Source: an optimization exercise on an open RTL-to-GDS flow (aim: small area). Production flows keep margins and buffers that such runs may drop.
The RTL was checked by simulation tests, not by an equivalence proof against the original design.
The clock port is modelled as an ideal driver; clocking choices that lean on that would not hold on a real chip.
Power is estimated from default activity; no workload was simulated.

job 3107:
// pool_core_mc
module pool_core_mc
#(
    parameter int DATA_WIDTH  = 8,
    parameter int WIN_H       = 3,
    parameter int WIN_W       = 3,
    parameter int CH_NUM      = 4,
    parameter int RECIP_SHIFT = 16
) (
    input  logic                                     clk,
    input  logic                                     reset,
    input  logic                                     din_vld,
    output logic                                     din_rdy,
    input  logic                                     din_mode,
    input  logic [CH_NUM*WIN_H*WIN_W*DATA_WIDTH-1:0] din,
    output logic                                     dout_vld,
    input  logic                                     dout_rdy,
    output logic [CH_NUM*DATA_WIDTH-1:0]             dout
);
    localparam int N     = WIN_H * WIN_W;
    localparam int DEPTH = 5;
    localparam int OW    = CH_NUM * DATA_WIDTH;
    logic                    en;
    logic [DEPTH-1:0]        vld_reg;
    logic                    mode_reg;
    logic [CH_NUM*12-1:0]    word, word_reg;
    logic [OW-1:0]           res;
    logic [DEPTH-2:0][OW-1:0] data_reg;
    assign en       = !vld_reg[DEPTH-1] || dout_rdy;
    assign din_rdy  = en;
    assign dout_vld = vld_reg[DEPTH-1];
    always_ff @(posedge clk or posedge reset) begin
        if (reset) begin
            vld_reg <= '0;
        end else if (en) begin
            vld_reg <= {vld_reg[DEPTH-2:0], din_vld};
        end
    end
    genvar gi;
  ...
For scale: ~1800 cells after synthesis, roughly 180 flip-flops, roughly 330 I/O pins.
clock: 6.5 ns
lec_check: 0
abc_area: 1
cap_margin: 20
core_margin: 2
core_utilization: 40
slew_margin: 20
standard.sh (not shown) runs the stock make flow with config.mk's settings and CLKGATE_MAP_FILE= SYNTH_SCRIPT=/design/flow/synth_recipe.tcl, a recipe that flattens the netlist after the stock synthesis.
==> flow/flow/run.sh <==
#!/bin/bash
# The standard ORFS layout, with these changes to how it is built:
#  - synthesis is the standard synthesis script (synth_recipe.tcl and the
#    ORFS synth.tcl it sources), run hierarchically, with three changes made
#    to a copy of ORFS's synth.tcl: ABC maps the combinational logic with
#    flow/abc_map.script (area-recovering mapping under a delay target),
#    except in module pool_lane_a (the first stage's maximum and word
#    select), mapped with flow/abc_map_a.script (the same with a looser
#    delay target), and module pool_lane_b (the second pipeline stage's
#    arithmetic, which has a whole clock cycle), mapped with
#    flow/abc_map_b.script (area mapping);
#    full/half adders are extracted only in the adder network module
#    pool_sum9; and yosys's synth skips its early "abc -fast" (SYNTH_ARGS
#    -noabc) so that extraction sees the adder network as written. Registers
#    are untouched; the design is flattened and renamed as synth_recipe.tcl does;
#  - the port buffers that global placement inserts on every input and output
#    are the small sky130_fd_sc_hd__buf_1 instead of the tool's default pick;
set -euo pipefail
work=$PWD
sed -e 's#^source $::env(SCRIPTS_DIR)/synth_preamble.tcl#&\nset abc_args [lreplace $abc_args 1 1 '"$work"'/flow/abc_map.script]#' \
    -e 's#^  extract_fa {\*}\[dont_use_extract_fa_args\]#& pool_sum9#' \
    -e 's#^  log_cmd abc {\*}$abc_args$#  log_cmd abc {*}[lreplace $abc_args 1 1 '"$work"'/flow/abc_map_a.script] pool_lane_a\n  log_cmd abc {*}[lreplace $abc_args 1 1 '"$work"'/flow/abc_map_b.script] pool_lane_b\n&#' \
    "$FLOW_HOME/scripts/synth.tcl" > "$work/own_synth_orfs.tcl"
grep -q 'extract_fa {\*}\[dont_use_extract_fa_args\] pool_sum9' "$work/own_synth_orfs.tcl"
grep -q 'abc_map.script' "$work/own_synth_orfs.tcl"
grep -q 'abc_map_b.script\] pool_lane_b' "$work/own_synth_orfs.tcl"
grep -q 'abc_map_a.script\] pool_lane_a' "$work/own_synth_orfs.tcl"
sed "s#source \$::env(SCRIPTS_DIR)/synth.tcl#source $work/own_synth_orfs.tcl#" \
    "$work/synth_recipe.tcl" > "$work/own_synth.tcl"
grep -q own_synth_orfs.tcl "$work/own_synth.tcl"
export BUFFER_PORTS_ARGS="-buffer_cell sky130_fd_sc_hd__buf_1"
export GPL_KEEP_OVERFLOW=0
export CTS_ARGS="-sink_clustering_enable -repair_clock_nets -dont_use_dummy_load -buf_list {sky130_fd_sc_hd__clkbuf_4 sky130_fd_sc_hd__clkbuf_8}"
bash standard.sh "SYNTH_SCRIPT=$work/own_synth.tcl" SYNTH_HIERARCHICAL=1 SYNTH_ARGS=-noabc finish > standard_flow.log 2>&1
==> flow/flow/abc_map_a.script <==
strash
dch
amap
topo
stime -c
Other scripts of this flow, unchanged in this note and not shown: flow/flow/abc_map.script, flow/flow/abc_map_b.script
Per the final summary, job 3107 finished and its layout is clean on timing, DRC and antenna.
--- input diff job 3107..job 3151 ---
diff --git a/flow/flow/run.sh b/flow/flow/run.sh
--- a/flow/flow/run.sh
+++ b/flow/flow/run.sh
@@ -32 +31,0 @@
-export GPL_KEEP_OVERFLOW=0
[summary]
Of job 3107 and job 3151, job 3151 shows the higher routed via count, with job 3107 below it.
Max register-to-register setup slack across job 3107 and job 3151: job 3107
Compared with job 3107, job 3151 shows a lower fraction of area in registers.
[diff] clock skew, job 3151 relative to job 3107: regression
The global-route usage number comes out higher for job 3151 vs job 3107.
### job 3151 -> job 5116
diff --git a/flow/flow/run.sh b/flow/flow/run.sh
--- a/flow/flow/run.sh
+++ b/flow/flow/run.sh
@@ -31,0 +32 @@
+export GPL_KEEP_OVERFLOW=0
==> flow/flow/abc_map_a.script <==
strash
dch
amap
topo
stime -c
upsize -c
dnsize -c
Results
Status | job 5116 and job 3151 | clean
Of job 5116 and job 3151, the higher final instance area belongs to job 3151.
Delta(cell-internal power, job 5116 - job 3151) < 0
Clock network power went down slightly going from job 3151 to job 5116.
Here is what was changed in the inputs of job 7205 compared with job 5116.
diff --git a/flow/flow/run.sh b/flow/flow/run.sh
--- a/flow/flow/run.sh
+++ b/flow/flow/run.sh
@@ -32 +31,0 @@
-export GPL_KEEP_OVERFLOW=0
--- outcome ---
Taking job 5116 as the reference, in job 7205 largest stage delay on the critical path +0.03 ns, detailed-route wire length on metal 1 +590 um, setup slack +0.0089 ns, sequential share of layout area -0.37 points, wire length +about 2%. The met3 track demand over resource in global routing of job 7205 and that of job 5116 are within noise of each other. Comparing combinational cell fraction of total power for job 5116 and job 7205, the smaller number came from job 5116. Against job 5116 as the reference, job 7205 delivers a higher ratio of routed vias to standard cells.
What job 8515 does differently from job 7205 at the input level:
==> flow/flow/abc_map_a.script <==
strash
dch
map -D 3500
topo
stime -c
buffer -c
upsize -c
dnsize -c
Notes after the runs:
Area: job 8515 vs job 7205 -> job 8515 larger
Summary of the comparison: number of vias in the routed layout is higher in job 8515, relative to job 7205.
Sequential share of layout area ended up 0.46 points lower on job 8515 than on job 7205.
For job 5340, these inputs were changed with respect to job 8515:
diff --git a/flow/flow/run.sh b/flow/flow/run.sh
--- a/flow/flow/run.sh
+++ b/flow/flow/run.sh
@@ -31,0 +32,2 @@
+export GPL_KEEP_OVERFLOW=0
+export POST_CTS_TCL="$work/flow/post_cts.tcl"
==> flow/flow/abc_map_a.script <==
strash
dch
amap
topo
stime -c
upsize -c
dnsize -c
==> flow/flow/post_cts.tcl (new file) <==
set upsized 0
foreach net [get_nets clknet_*] {
  set loads [get_pins -of_objects $net -filter "direction==input"]
  if { [llength $loads] > 14 } {
    set drv [get_pins -of_objects $net -filter "direction==output"]
    set inst [get_cells -of_objects $drv]
    if { [get_property $inst ref_name] == "sky130_fd_sc_hd__clkbuf_8" } {
      replace_cell $inst sky130_fd_sc_hd__clkbuf_16
      incr upsized
    }
  }
}
puts "post_cts: upsized $upsized clock buffers"
if { $upsized > 0 } {
  detailed_placement
  check_placement -verbose
  estimate_parasitics -placement
}
==> comparison <==
In the reports for job 8515 and job 5340, the smaller final critical-path share of the clock period belongs to job 8515.
Job 5340 vs job 8515 — synthesized instance count dropped 436.
Cmp job 8515 and job 5340 / post-synthesis adder-cell area fraction / higher: job 5340
Number of iterations in the first detailed-routing pass, job 8515 and job 5340: lower on job 8515
Of job 8515 and job 5340, the run reporting the lower slew of the pin with the lowest slew margin was job 5340.
Proportion of power drawn by the clock network (lower): job 8515
Comparing job 8515 and job 5340, the higher routed wire length is on job 8515.
Job 5340 vs job 8515 — routed length per instance climbed by a few percent

==> separate check: timing with driven ports <==
Ports are ideal in the flow. The routed layouts listed here were re-timed in OpenROAD. Step 1: set_driving_cell puts a clkbuf_16 on clk and a buf_2 on each other input, an assumption about the parent block. Step 2 also shifts input and output timing later by t, the mid clock arrival at the registers, as if the neighbouring blocks saw the same clock. a / b / c = no drivers / after step 1 / after step 2; a / b = the first two.
run | t (ns) | slack for setup (ns) | pins driven straight from the clock port
job 3107 | 0.479 | 0.179 / 0.196 / -0.283 | 1
job 3151 | 0.478 | 0.195 / 0.213 / -0.264 | 1
job 5116 | 0.478 | 0.302 / 0.321 / -0.157 | 1
job 7205 | 0.477 | 0.311 / 0.333 / -0.143 | 1
job 8515 | 0.480 | 0.737 / 0.759 / 0.279 | 1
job 5340 | 0.419 | 0.272 / 0.297 / -0.122 | 1
Met with ideal ports but missed after step 2: setup timing in 5 of these runs. The setup slack of job 3107, which loses most, moves by +0.017 ns with the drivers and by -0.462 ns with both steps.
